This is an optimization exercise on Yosys and OpenROAD, whose aim is small area, a short achievable clock period and few clock cycles, not a production implementation.
Function not checked in this run: the RTL went through the layout flow alone.

### flow/config.mk
export PLATFORM = sky130hd
export DESIGN_NAME = rm_edf_tick_scheduler
export DESIGN_NICKNAME = rm_edf_tick_scheduler
export VERILOG_FILES = /design/flow/design.v
export SDC_FILE = /design/flow/constraint.sdc
export NUM_CORES = 4
export LEC_CHECK = 0
export CAP_MARGIN = 20
export CORE_MARGIN = 2
export CORE_UTILIZATION = 55
export CTS_BUF_LIST = sky130_fd_sc_hd__clkbuf_8
export CTS_CLUSTER_SIZE = 24
export SETUP_SLACK_MARGIN = 5
export SLEW_MARGIN = 20
### flow/constraint.sdc
create_clock -name core_clock -period 10.0 [get_ports {clk}]
set_input_delay 2.0000 -clock core_clock [delete_from_list [all_inputs] [get_ports {clk}]]
set_output_delay 2.0000 -clock core_clock [all_outputs]
set_load 0.01 [all_outputs]
### flow/design.v
`default_nettype none
package rmedf_pkg;
  localparam int TASKS  = 8;
  localparam int SLOT_W = 3;
  localparam int NS_W   = 4;
  localparam int ID_W   = 4;
  localparam int TICK_W = 16;
  localparam int VAL_W  = 16;
  localparam int CNT_W  = 16;
  localparam int DL_W   = TICK_W + 1;
  localparam int OUT_W  = 32;
  localparam int ADDR_W = 4;
  localparam int DATA_W = 32;
  localparam logic [ID_W-1:0] NONE_ID = 4'd8;
  localparam logic [1:0] OP_LOAD   = 2'd0;
  localparam logic [1:0] OP_TICK   = 2'd1;
  localparam logic [1:0] OP_FINISH = 2'd2;
  localparam logic [2:0] TAG_IDLE = 3'd0;
  localparam logic [2:0] TAG_FIN  = 3'd1;
  localparam logic [2:0] TAG_LOST = 3'd2;
  localparam logic [2:0] TAG_PRE  = 3'd3;
  localparam logic [2:0] TAG_CUT  = 3'd4;
  localparam logic [15:0] SLIMIT_RESET = 16'd4096;
  function automatic logic le18(input logic [17:0] a, input logic [17:0] b);
    logic [31:0] lt, eq;
    lt = '0;
    eq = '1;
    for (int k = 0; k < 18; k++) begin
      lt[k] = ~a[k] & b[k];
      eq[k] = ~(a[k] ^ b[k]);
    end
    for (int w = 16; w >= 1; w = w / 2) begin
      for (int k = 0; k < w; k++) begin
        lt[k] = lt[2*k+1] | (eq[2*k+1] & lt[2*k]);
        eq[k] = eq[2*k+1] & eq[2*k];
      end
    end
    le18 = lt[0] | eq[0];
  endfunction
endpackage
`default_nettype wire
`default_nettype none
module rmedf_mod (
  input  wire logic        clk,
  input  wire logic        rst_n,
  input  wire logic        start,
  input  wire logic [15:0] dividend,
  input  wire logic [15:0] divisor,
  output logic             done,
  output logic [15:0]      rem
);
  logic [15:0] rem_r;
  logic [15:0] div_r;
  logic [3:0]  cnt_r;
  logic        run_r;
  logic        done_r;
  logic [16:0] trial;
  logic [16:0] diff;
  assign trial = {rem_r, dividend[~cnt_r]};
  assign diff  = trial - {1'b0, div_r};
  always_ff @(posedge clk) begin
    if (!rst_n) begin
      run_r  <= 1'b0;
      done_r <= 1'b0;
    end else begin
      done_r <= run_r && (cnt_r == 4'd15);
      if (start) run_r <= 1'b1;
      else if (cnt_r == 4'd15) run_r <= 1'b0;
    end
  end
  always_ff @(posedge clk) begin
    if (start) begin
      cnt_r <= '0;
      rem_r <= '0;
      div_r <= divisor;
    end else if (run_r) begin
      cnt_r <= cnt_r + 1'b1;
      rem_r <= diff[16] ? trial[15:0] : diff[15:0];
    end
  end
  assign done = done_r;
  assign rem  = rem_r;
endmodule
`default_nettype wire
`default_nettype none
module rmedf_slot (
  input  wire logic        clk,
  input  wire logic        in_n,        
  input  wire logic        policy,      
  input  wire logic        in_n_d,      
  input  wire logic        policy_d,
  input  wire logic        wrap,        
  input  wire logic        own,         
  input  wire logic [15:0] own_rem,     
  input  wire logic        own_rz0,     
  input  wire logic        own_rz1,     
  input  wire logic [15:0] done_bus,    
  input  wire logic        clr,         
  input  wire logic        act_clr,     
  input  wire logic        tick_en,
  input  wire logic        ld_en,
  input  wire logic [15:0] ld_per,
  input  wire logic [15:0] ld_bur,
  input  wire logic [15:0] ld_dl,
  input  wire logic        ph_wr,
  input  wire logic [15:0] ph_val,
  input  wire logic        ph_val0,     
  input  wire logic        fin_en,
  input  wire logic        kill_wr,
  input  wire logic [15:0] kill_bus,
  output logic [17:0]      key,
  output logic             elig,
  output logic             fin,         
  output logic             lst,         
  output logic [15:0]      rem_q,
  output logic             kf,
  output logic [15:0]      done,
  output logic [15:0]      lost,
  output logic [15:0]      killed
);
  logic [15:0] per, bur, dl;
  logic [15:0] phase, rem;
  logic [17:0] rdl;
  logic        active;
  logic        pnz_r, bz_r, b1_r, ph0_r, rz0_r, rz1_r, rdz_r;
  logic        rel, remz, dlhit, active1;
  logic [17:0] rdl_d, kx_d, rdl_m;
  logic [15:0] per_d, dl_d;
  logic        rel_r, pnz_d, ph0_d, rel_d;
  logic [15:0] ph_inc, rem_e;
  logic [17:0] rdl1;
  assign rel     = rel_r;
  assign ph_inc  = phase + 16'd1;
  assign remz    = own ? rz1_r : rz0_r;
  assign rem_e   = own ? own_rem : rem;
  assign fin     = own && remz;
  assign dlhit   = in_n && active && !remz && rdz_r;
  assign lst     = !fin && dlhit;
  assign active1 = rel || (active && !fin && !dlhit);
  assign rdl1    = rel ? {2'b00, dl} : rdl;
  assign per_d = ld_en ? ld_per : per;
  assign dl_d  = ld_en ? ld_dl : dl;
  assign pnz_d = ld_en ? (ld_per != '0) : pnz_r;
  assign ph0_d = ph_wr ? ph_val0
               : (tick_en && pnz_r) ? (wrap || (ph_inc == per) || (ph_inc == '0)) : ph0_r;
  always_comb begin
    logic [15:0] nz;
    logic        bz;
    for (int k = 0; k < 16; k++) begin
      nz[k] = 1'b0;
      for (int m = 0; m < k; m++) nz[k] = nz[k] | rdl1[m];
    end
    bz = !(nz[15] | rdl1[15]);
    for (int k = 0; k < 16; k++) rdl_m[k] = rdl1[k] ^ !nz[k];
    rdl_m[17:16] = rdl1[17:16] + {2{bz && !wrap}} + {1'b0, wrap && !bz};
  end
  assign rdl_d = tick_en ? rdl_m : rdl;
  assign rel_d = in_n_d && pnz_d && ph0_d;
  assign kx_d  = rel_d ? {2'b00, dl_d} : rdl_d;
  assign key = policy_d ? {~kx_d[17], kx_d[16:0]} : {2'b10, per_d};
  always_ff @(posedge clk) begin
    rel_r <= rel_d;
  end
  assign elig    = in_n && active1 && (rel ? !bz_r : !remz);
  assign rem_q   = rem;
  always_ff @(posedge clk) begin
    if (ld_en) begin
      per   <= ld_per;
      bur   <= ld_bur;
      dl    <= ld_dl;
      pnz_r <= (ld_per != '0);
      bz_r  <= (ld_bur == '0);
      b1_r  <= (ld_bur == 16'd1);
    end
  end
  always_ff @(posedge clk) begin
    if (ph_wr) begin
      phase <= ph_val;
    end else if (tick_en && pnz_r) begin
      phase <= (wrap || (ph_inc == per)) ? 16'd0 : ph_inc;
    end
  end
  always_ff @(posedge clk) begin
    if (tick_en) begin
      rem   <= rel ? bur : rem_e;
      rz0_r <= rel ? bz_r : (own ? own_rz0 : rz0_r);
      rz1_r <= rel ? b1_r : (own ? own_rz1 : rz1_r);
      rdz_r <= wrap ? (rdl1 == 18'h30001) : (rdl1 == 18'h00001);
    end
  end
  always_ff @(posedge clk) begin
    ph0_r <= ph0_d;
    rdl   <= rdl_d;
  end
  always_ff @(posedge clk) begin
    if (act_clr) active <= 1'b0;
    else if (tick_en) active <= active1;
  end
  always_ff @(posedge clk) begin
    if (fin_en) kf <= in_n && active && !remz;
  end
  always_ff @(posedge clk) begin
    if (clr || (tick_en && fin)) done <= done_bus;
    if (clr || kill_wr) killed <= kill_bus;
    if (clr) lost <= '0;
    else if (tick_en && lst) lost <= lost + 16'd1;
  end
endmodule
`default_nettype wire
`default_nettype none
module rm_edf_tick_scheduler (
  input  wire logic                          clk,
  input  wire logic                          rst_n,
  input  wire logic                          start,
  output logic                               busy,
  input  wire logic [1:0]                    in_operation,
  input  wire logic [rmedf_pkg::SLOT_W-1:0]  in_task_index,
  input  wire logic [rmedf_pkg::VAL_W-1:0]   in_period,
  input  wire logic [rmedf_pkg::VAL_W-1:0]   in_burst,
  input  wire logic [rmedf_pkg::VAL_W-1:0]   in_deadline,
  output logic                               out_valid,
  output logic                               out_kind,
  output logic [rmedf_pkg::ID_W-1:0]         out_task_id,
  output logic                               out_seg_valid,
  output logic [rmedf_pkg::ID_W-1:0]         out_seg_task,
  output logic [rmedf_pkg::OUT_W-1:0]        out_seg_start,
  output logic [rmedf_pkg::OUT_W-1:0]        out_seg_end,
  output logic [2:0]                         out_seg_tag,
  output logic                               out_trace_full,
  output logic [rmedf_pkg::OUT_W-1:0]        out_count_complete,
  output logic [rmedf_pkg::OUT_W-1:0]        out_count_lost,
  output logic [rmedf_pkg::OUT_W-1:0]        out_count_killed,
  output logic                               out_last,
  input  wire logic                          psel,
  input  wire logic                          penable,
  input  wire logic                          pwrite,
  input  wire logic [rmedf_pkg::ADDR_W-1:0]  paddr,
  input  wire logic [rmedf_pkg::DATA_W-1:0]  pwdata,
  output logic [rmedf_pkg::DATA_W-1:0]       prdata,
  output logic                               pready
);
  localparam logic [3:0] NONE_ID = rmedf_pkg::NONE_ID;
  logic        policy_r;
  logic [3:0]  tcount_r;
  logic [15:0] slimit_r;
  logic        cfg_wr;
  logic        policy_d;
  logic [7:0]  in_n_d;
  logic [15:0] tick_r;
  logic [3:0]  owner_r;
  logic [15:0] since_r;
  logic [15:0] segcnt_r;
  logic        segp_r;        
  logic        chgp_r;        
  logic [7:0]  in_n_r;        
  logic        ldm_r;         
  logic [2:0]  ldslot_r;
  logic        fpend_r;       
  logic        tot_r;         
  logic [2:0]  ts_r;          
  logic        ov_r;
  logic [3:0]  id_r;
  logic        sv_r;
  logic [3:0]  stask_r;
  logic [15:0] sstart_r;
  logic [15:0] send_r;
  logic [2:0]  stag_r;
  logic        full_r;
  logic        last_r;
  logic [15:0] cc_r, cl_r, ck_r;
  logic        accept, do_tick, do_load, do_fin, acc_t, acc_f;
  logic        ptick_r, pfin_r;    
  logic [3:0]  nfin_r;             
  logic [7:0]  cpend_r;            
  logic        cpend_go, clr_any;
  logic [3:0]  n_eff;
  logic        tick0;
  logic        mod_done;
  logic [15:0] mod_rem;
  assign accept  = start && !busy;
  assign do_load = accept && (in_operation == rmedf_pkg::OP_LOAD);
  assign acc_t   = accept && (in_operation == rmedf_pkg::OP_TICK);
  assign acc_f   = accept && (in_operation == rmedf_pkg::OP_FINISH);
  assign do_tick = (acc_t || ptick_r) && !fpend_r;
  assign do_fin  = (acc_f || pfin_r) && !fpend_r;
  assign busy    = ldm_r || ptick_r || pfin_r;
  assign cpend_go = tot_r && !fpend_r;
  assign clr_any  = !rst_n || (do_load && !fpend_r) || (cpend_go && (cpend_r != '0));
  assign n_eff   = tcount_r[3] ? 4'd8 : tcount_r;
  assign tick0   = (tick_r == '0);
  assign pready = 1'b1;
  assign cfg_wr = psel && penable && pwrite;
  always_comb begin
    policy_d = policy_r;
    in_n_d   = in_n_r;
    if (!rst_n) begin
      policy_d = 1'b0;
      in_n_d   = '0;
    end else if (cfg_wr && (paddr[3:2] == 2'd0)) begin
      policy_d = pwdata[0];
    end else if (cfg_wr && (paddr[3:2] == 2'd1)) begin
      for (int i = 0; i < 8; i++) in_n_d[i] = (i < (pwdata[3] ? 8 : int'(pwdata[2:0])));
    end
  end
  always_ff @(posedge clk) begin
    if (!rst_n) begin
      policy_r <= 1'b0;
      tcount_r <= '0;
      in_n_r   <= '0;
      slimit_r <= rmedf_pkg::SLIMIT_RESET;
    end else if (cfg_wr) begin
      case (paddr[3:2])
        2'd0: policy_r <= pwdata[0];
        2'd1: begin
          tcount_r <= pwdata[3:0];
          for (int i = 0; i < 8; i++) in_n_r[i] <= (i < (pwdata[3] ? 8 : int'(pwdata[2:0])));
        end
        2'd2: slimit_r <= pwdata[15:0];
        default: ;
      endcase
    end
  end
  logic [15:0] prd_r;
  always_ff @(posedge clk) begin
    if (psel && !penable) begin
      case (paddr[3:2])
        2'd0:    prd_r <= {15'd0, policy_r};
        2'd1:    prd_r <= {12'd0, tcount_r};
        2'd2:    prd_r <= slimit_r;
        default: prd_r <= '0;
      endcase
    end
  end
  assign prdata = {16'd0, prd_r};
  rmedf_mod u_mod (
    .clk      (clk),
    .rst_n    (rst_n),
    .start    (do_load && !tick0),
    .dividend (tick_r),
    .divisor  (in_period),
    .done     (mod_done),
    .rem      (mod_rem)
  );
  logic [17:0] key  [8];
  logic [7:0]  elig, fin, lst, kf, win, own, in_n;
  logic [15:0] rem_c  [8];
  logic [15:0] done_c [8];
  logic [15:0] lost_c [8];
  logic [15:0] kill_c [8];
  logic [15:0] own_rem, done_bus, kill_bus;
  logic [2:0]  csel;
  logic [15:0] done_s;
  logic        ph_wr_any;
  logic [2:0]  ph_slot;
  logic        wrap;
  assign ph_wr_any = (do_load && tick0) || mod_done;
  assign ph_slot   = mod_done ? ldslot_r : in_task_index;
  assign wrap      = (tick_r == 16'hFFFF);
  assign own_rem  = rem_c[owner_r[2:0]] - 16'd1;
  assign csel     = fpend_r ? kw : owner_r[2:0];
  assign done_s   = done_c[csel];
  assign done_bus = clr_any ? 16'd0 : done_s + 16'd1;
  for (genvar i = 0; i < 8; i++) begin : g_slot
    assign in_n[i] = in_n_r[i];
    assign own[i]  = (owner_r == 4'(i));
    rmedf_slot u_slot (
      .clk      (clk),
      .in_n     (in_n[i]),
      .policy   (policy_r),
      .in_n_d   (in_n_d[i]),
      .policy_d (policy_d),
      .wrap     (wrap),
      .own      (own[i]),
      .own_rem  (own_rem),
      .own_rz0  (own_rem == 16'd0),
      .own_rz1  (own_rem == 16'd1),
      .done_bus (done_bus),
      .clr      (!rst_n || (do_load && !fpend_r && (in_task_index == 3'(i)))
                 || (cpend_go && cpend_r[i])),
      .act_clr  (!rst_n || do_fin),
      .tick_en  (do_tick),
      .ld_en    (do_load && (in_task_index == 3'(i))),
      .ld_per   (in_period),
      .ld_bur   (in_burst),
      .ld_dl    (in_deadline),
      .ph_wr    (do_fin || (ph_wr_any && (ph_slot == 3'(i)))),
      .ph_val   (mod_done ? mod_rem : 16'd0),
      .ph_val0  (!mod_done || (mod_rem == 16'd0)),
      .fin_en   (do_fin),
      .kill_wr  (fpend_r && (kw == 3'(i))),
      .kill_bus (kill_bus),
      .key      (key[i]),
      .elig     (elig[i]),
      .fin      (fin[i]),
      .lst      (lst[i]),
      .rem_q    (rem_c[i]),
      .kf       (kf[i]),
      .done     (done_c[i]),
      .lost     (lost_c[i]),
      .killed   (kill_c[i])
    );
  end
  logic [7:0] le [8];
  logic [3:0] best;
  logic       none_w;
  always_ff @(posedge clk) begin
    for (int i = 0; i < 8; i++) le[i] <= '0;
    for (int i = 0; i < 8; i++)
      for (int j = i + 1; j < 8; j++)
        le[i][j] <= rmedf_pkg::le18(key[i], key[j]);
  end
  always_comb begin
    for (int i = 0; i < 8; i++) begin
      win[i] = elig[i];
      for (int j = 0; j < 8; j++) begin
        if (j < i) win[i] = win[i] && (!elig[j] || !le[j][i]);
        if (j > i) win[i] = win[i] && (!elig[j] || le[i][j]);
      end
    end
    none_w  = (elig == '0);
    best[3] = none_w;
    best[2] = win[4] | win[5] | win[6] | win[7];
    best[1] = win[2] | win[3] | win[6] | win[7];
    best[0] = win[1] | win[3] | win[5] | win[7];
  end
  logic        own_fin, own_lost, same, chg, s_ok, seg_room;
  logic [2:0]  s_tag;
  logic        full_n;
  assign own_fin  = |(fin & own);
  assign own_lost = |(lst & own);
  assign same     = |(own & win) || (none_w && (owner_r == NONE_ID));
  logic chg_t, s_ok_t, s_ok_f;
  assign chg_t    = own_fin || own_lost || !same;
  assign chg      = do_fin || chg_t;
  logic [15:0] since_a, tick_m1;
  logic [16:0] seg1, seg2;
  logic        late_ok;
  assign tick_m1  = tick_r - 16'd1;
  assign since_a  = chgp_r ? tick_m1 : since_r;
  assign seg1     = {1'b0, segcnt_r} + 17'd1;
  assign seg2     = {1'b0, segcnt_r} + 17'd2;
  assign seg_room = segp_r ? (seg1 < {1'b0, slimit_r}) : (segcnt_r < slimit_r);
  assign late_ok  = chgp_r ? (tick_r != '0) : (tick_r > since_r);
  assign s_ok_t   = chg_t && late_ok && seg_room;
  assign s_ok_f   = late_ok && seg_room;
  assign s_ok     = do_fin ? s_ok_f : s_ok_t;
  assign full_n   = s_ok ? (segp_r ? (seg2 == {1'b0, slimit_r}) : (seg1 == {1'b0, slimit_r}))
                         : !seg_room;
  always_comb begin
    if (do_fin)        s_tag = (owner_r != NONE_ID) ? rmedf_pkg::TAG_CUT : rmedf_pkg::TAG_IDLE;
    else if (own_fin)  s_tag = rmedf_pkg::TAG_FIN;
    else if (own_lost) s_tag = rmedf_pkg::TAG_LOST;
    else               s_tag = (owner_r != NONE_ID) ? rmedf_pkg::TAG_PRE : rmedf_pkg::TAG_IDLE;
  end
  logic [2:0]  tsn, kw;
  logic [15:0] kill_s;
  logic        kf_s;
  assign kw       = tot_r ? tsn : 3'd0;
  assign kill_s   = kill_c[kw];
  assign kf_s     = kf[kw];
  assign kill_bus = clr_any ? 16'd0 : kill_s + {15'd0, kf_s};
  assign tsn      = ts_r + 3'd1;
  always_ff @(posedge clk) begin
    if (!rst_n) begin
      tick_r   <= '0;
      owner_r  <= NONE_ID;
      since_r  <= '0;
      segcnt_r <= '0;
      chgp_r   <= 1'b0;
      segp_r   <= 1'b0;
      ldm_r    <= 1'b0;
      fpend_r  <= 1'b0;
      ptick_r  <= 1'b0;
      pfin_r   <= 1'b0;
      cpend_r  <= '0;
      tot_r    <= 1'b0;
      ov_r     <= 1'b0;
    end else begin
      if (do_load && !tick0) ldm_r <= 1'b1;
      else if (mod_done)     ldm_r <= 1'b0;
      if (do_tick) begin
        tick_r   <= tick_r + 16'd1;
        owner_r  <= best;
        since_r  <= since_a;
        chgp_r   <= chg;
        if (segp_r) segcnt_r <= seg1[15:0];
        segp_r   <= s_ok;
      end else if (do_fin) begin
        tick_r   <= '0;
        owner_r  <= NONE_ID;
        since_r  <= '0;
        segcnt_r <= '0;
        chgp_r   <= 1'b0;
        segp_r   <= 1'b0;
      end
      ov_r <= do_tick || do_fin || fpend_r;
      ptick_r <= fpend_r && (ptick_r || acc_t);
      pfin_r  <= fpend_r && (pfin_r || acc_f);
      if (fpend_r) begin
        if (do_load) cpend_r[in_task_index] <= 1'b1;
      end else begin
        cpend_r <= '0;
      end
      if (do_fin) begin
        fpend_r <= (n_eff != '0);
        tot_r   <= 1'b0;
      end else if (fpend_r) begin
        tot_r   <= 1'b1;
        fpend_r <= !({1'b0, kw} + 4'd1 == nfin_r);
      end else begin
        tot_r   <= 1'b0;
      end
    end
  end
  always_ff @(posedge clk) begin
    if (do_load && !tick0) ldslot_r <= in_task_index;
    if (do_fin) nfin_r <= n_eff;
    if (fpend_r) begin
      ts_r <= kw;
      cc_r <= done_s;
      cl_r <= lost_c[kw];
      ck_r <= kill_bus;
    end else if (do_tick || do_fin) begin
      cc_r <= '0;
      cl_r <= '0;
      ck_r <= '0;
    end
    if (do_tick || do_fin) begin
      id_r     <= do_fin ? NONE_ID : best;
      sv_r     <= s_ok;
      stask_r  <= s_ok ? owner_r : NONE_ID;
      sstart_r <= s_ok ? since_a : 16'd0;
      send_r   <= s_ok ? tick_r : 16'd0;
      stag_r   <= s_ok ? s_tag : rmedf_pkg::TAG_IDLE;
      full_r   <= full_n;
      last_r   <= do_tick || (n_eff == '0);
    end else if (fpend_r) begin
      id_r     <= {1'b0, kw};
      sv_r     <= 1'b0;
      stask_r  <= NONE_ID;
      sstart_r <= '0;
      send_r   <= '0;
      stag_r   <= rmedf_pkg::TAG_IDLE;
      last_r   <= ({1'b0, kw} + 4'd1 == nfin_r);
    end
  end
  assign out_valid          = ov_r;
  assign out_kind           = tot_r;
  assign out_task_id        = id_r;
  assign out_seg_valid      = sv_r;
  assign out_seg_task       = stask_r;
  assign out_seg_start      = {16'd0, sstart_r};
  assign out_seg_end        = {16'd0, send_r};
  assign out_seg_tag        = stag_r;
  assign out_trace_full     = full_r;
  assign out_count_complete = {16'd0, cc_r};
  assign out_count_lost     = {16'd0, cl_r};
  assign out_count_killed   = {16'd0, ck_r};
  assign out_last           = last_r;
endmodule
`default_nettype wire
### flow/flow/run.sh
#!/bin/bash
set -euo pipefail
bash standard.sh SETUP_SLACK_MARGIN=6 finish > standard_make.log 2>&1
### flow/standard.sh
#!/bin/bash
# synth_recipe.tcl (not shown) runs the flow's synth.tcl, then flattens the netlist and writes it again
# the make line also repeats each setting of config.mk as NAME=value (left out here)
make -C /OpenROAD-flow-scripts/flow DESIGN_CONFIG=/design/flow/config.mk WORK_HOME=/design/flow/orfs CLKGATE_MAP_FILE= SYNTH_SCRIPT=/design/flow/synth_recipe.tcl "${@:-finish}"
==> results_dict.tcl <==
set metrics [dict create \
    layout_worst_path_cycle_share 0.5500 \
    drtAntennaViolNets 0 \
    report.final.slew_viol_count 0 \
    placed_area_mm2 0.09467 \
    cap_violations 0 \
    worst-setup-path-type "in -> reg" \
    route.vias.total 76876 \
    synthArstFlopShare 0 \
    first_pass_iters 8 \
    io_pins 305 \
    cpPeakStageDelay_ns 0.22 \
    worst_pin_slew_ns 1.151 \
    wl_per_cell_um 27.41 \
    synth_area_mm2 0.08970 \
    syn_area_per_cell_um2 9.886 \
    drive_above_1_share 0.2053 \
    yosys_warnings 10 \
    grt_usage 0.3792 \
    layout_common_cells "nand2_1, edfxtp_1, dfxtp_1, nor2_1, ha_1" \
    fmax_ghz 0.1818 \
    finalWorstSetupSlack_ns 4.500 \
    placement_rows 148 \
    tns_ns 0 \
    dieArea_mm2 0.1663 \
    wl_mm 328.7 \
    cp_common_cell "buf_4" \
    clk_pin_slew_worst_paths_ns 0.07 \
    io_buffers 189 \
    cts_sinks 1530 \
    vias_per_cell 6.410 \
    die_h_um 407.8 \
    power_density_mw_per_mm2 183.8 \
    start_util 0.5523 \
    grt_max_degree 96 \
    grt_first_pass_wirelength_mm 473.8 \
    ys_ff_latch 1530 \
    status "finished clean" \
    timing.hold.ws_ns 0.4651 \
    seq_area_frac_synth 0.4334 \
    cts_tree "yes" \
    crit_path_end_kind "flop" \
    ir_worst_vdd_uv 168.6 \
    yosysUniqueCellTypes 118 \
    cts_max_path_buffers 4 \
    syn_inst 9073 \
    grt_pass1_vias 73945 \
    antenna_found_initial 15 \
    cp_data_required_time_ns 11.02 \
    die_w_um 407.8 \
    leakage_uw 0.04218 \
    core_mm2 0.1624 \
    relSlewSlack 0.2261 \
    hold_viol 0 \
    setup_viol 0 \
    final_common_cell "nand2_1" \
    place_ws_ns 1.506 \
    cp_max_fo 18 \
    worst_hold_path_type "reg -> reg" \
    arrival_ns 6.52 \
    total_power_uw 20070 \
    grt_overflow 0 \
    synth_ff_type "edfxtp_1" \
    numCtsBuffers 288 \
    period_needed_ns 5.500 \
    syn_to_final_growth_pct 21.76 \
    finalClockSkew_ns 0.1036 \
    fin_area_mm2 0.1092 \
    gp_congestion 0.9744 \
    drc 0 \
    slowest_stage "nor3b_4" \
    clk_latency_ns 1.12 \
    cts_root_buf "clkbuf_8" \
    cp-start-kind "primary input" \
    drt_iter0_drc 8694 \
    dp_hpwl_mm 221.4 \
    synth_edf_count 824 \
    layout.nets 10441 \
    rsz0062_at_grt "yes" \
    htreeDepth 5 \
]
[Yosys cell counts (94+ instances only)]
cell      count  area, um2
and2_1       94      588.1
a21o_1      154       1156
nand2_1    1015       3810
nor3_1      101      505.5
clkbuf_1    389       1460
nor2_1      616       2312
edfxtp_1    824      24740
and3_1      120      750.7
mux2i_1     338       3383
buf_4       110      825.8
ha_1        736       9209
nand2b_1     96      600.6
o21a_1      134       1006
a21oi_1     403       2017
dfxtp_1     706      14130
o22ai_1     116      725.7
xnor2_1     223       1953
a31oi_1     118      738.2
xor2_1      211       1848
nand3_1     273       1366
o21ai_0     478       2392
mux2_2      210       2365
nand4_1     169       1057
or3_1       102      638.1
inv_1       233      874.6
[worst paths after layout]
| kind | from | endpoint | slack [ns] | depth (start not counted) |
|---|---|---|---|---|
| worst min-delay path | g_slot[4].u_slot.rdl[10] | g_slot[4].u_slot.rdl[10] | 0.47 | 2 |
| worst min register to register | g_slot[4].u_slot.rdl[10] | g_slot[4].u_slot.rdl[10] | 0.47 | 2 |
| worst max register to register | g_slot[6].u_slot.rel_r | le[6][7] | 4.60 | 28 |
| worst max-delay path | in_operation[1] | g_slot[5].u_slot.pnz_r | 4.50 | 35 |
[cell type report]
type,instances,area (um2)
Multi-Input combinational cell,6801,53400
Fill cell,12769,53190
Sequential cell,1530,38960
Timing Repair Buffer,729,7607
Clock buffer,322,4432
Tap cell,2175,2721
Inverter,247,1033
Clock inverter,175,1010
Timing Repair inverter,4,27.53
Antenna cell,10,25.02
[report_power, final]
group	switching [uW]	total (uW)	internal, uW
registers	569	7910	7340
clock network	2770	5990	3220
logic	3550	6170	2620
total	6880	20100	13200
[state kept, by name, summed over array words and instances (netlist names), 28 cells and up]
signal / count
g_slot.u_slot.phase: 128
g_slot.u_slot.rdl: 144
g_slot.u_slot.killed: 128
g_slot.u_slot.done: 128
le: 28
g_slot.u_slot.dl: 128
g_slot.u_slot.lost: 128
g_slot.u_slot.per: 128
g_slot.u_slot.bur: 128
g_slot.u_slot.rem: 128
[layer usage]
layer,vias to the layer above,track usage,part of all wire
met2,3975,0.5842,0.44
met3,802,0.06827,0.098
met5,-,0,0.000033
met1,37643,0.5066,0.40
li1,34454,-,-
met4,2,0.2081,0.062
[cells by family after synthesis]
kind of cell,share of synthesized area
compound gates,0.1411
simple gates,0.1640
xor+xnor,0.04664
fa+ha+maj,0.1047
flops,0.4334
buf+inv,0.04113
other cells,0.00008372
mux,0.06898
[timing repair]
action / CTS / global route
pin swaps: 239 / 139
setup endpoints to repair: 1504 / 532
hold endpoints to repair: 0 / 0
resized for setup: 859 / 243
hold buffers: 0 / 0
setup buffers: 281 / 103
gates cloned: 27 / 11
[stage by stage]
step | instances | util
3_5_place_dp | 11062 | 0.5829
6_report | 11993 | 0.6725
4_1_cts | 11867 | 0.6585
3_3_place_gp | 11061 | 0.5829
5_1_grt | 11986 | 0.6724
2_1_floorplan | 9168 | -
[critical path, delay by kind of cell]
kind                   cells  cell delay [ns]
buffers and inverters     31             3.86
and+or+nand+nor            3             0.55
AOI/OAI and AO/OA          1             0.06

-- re-timing with driven ports --
In the flow no input, the clock included, has a driving cell. The finished layout below was timed again as built, in two steps. Step 1 assumes that a clkbuf_16 drives the clock port and a buf_2 every other input. Step 2 also shifts input and output timing later by t, the mid clock arrival at the registers, as if the neighbouring blocks saw the same clock. Slacks: ideal / step 1 / step 2; pairs: ideal / step 1.
t, ns: 1.141
setup WS [ns]: 4.500 / 4.470 / 3.329
worst hold slack (ns): 0.465 / 0.465 / 0.465
slew at the worst register clock pin (ns): 0.07 / 0.07
worst slew at a driven data input, ns: 0.13
After both steps this run still meets setup and hold. The setup slack of this run moves by -0.030 ns with the drivers and by -1.171 ns with both steps.
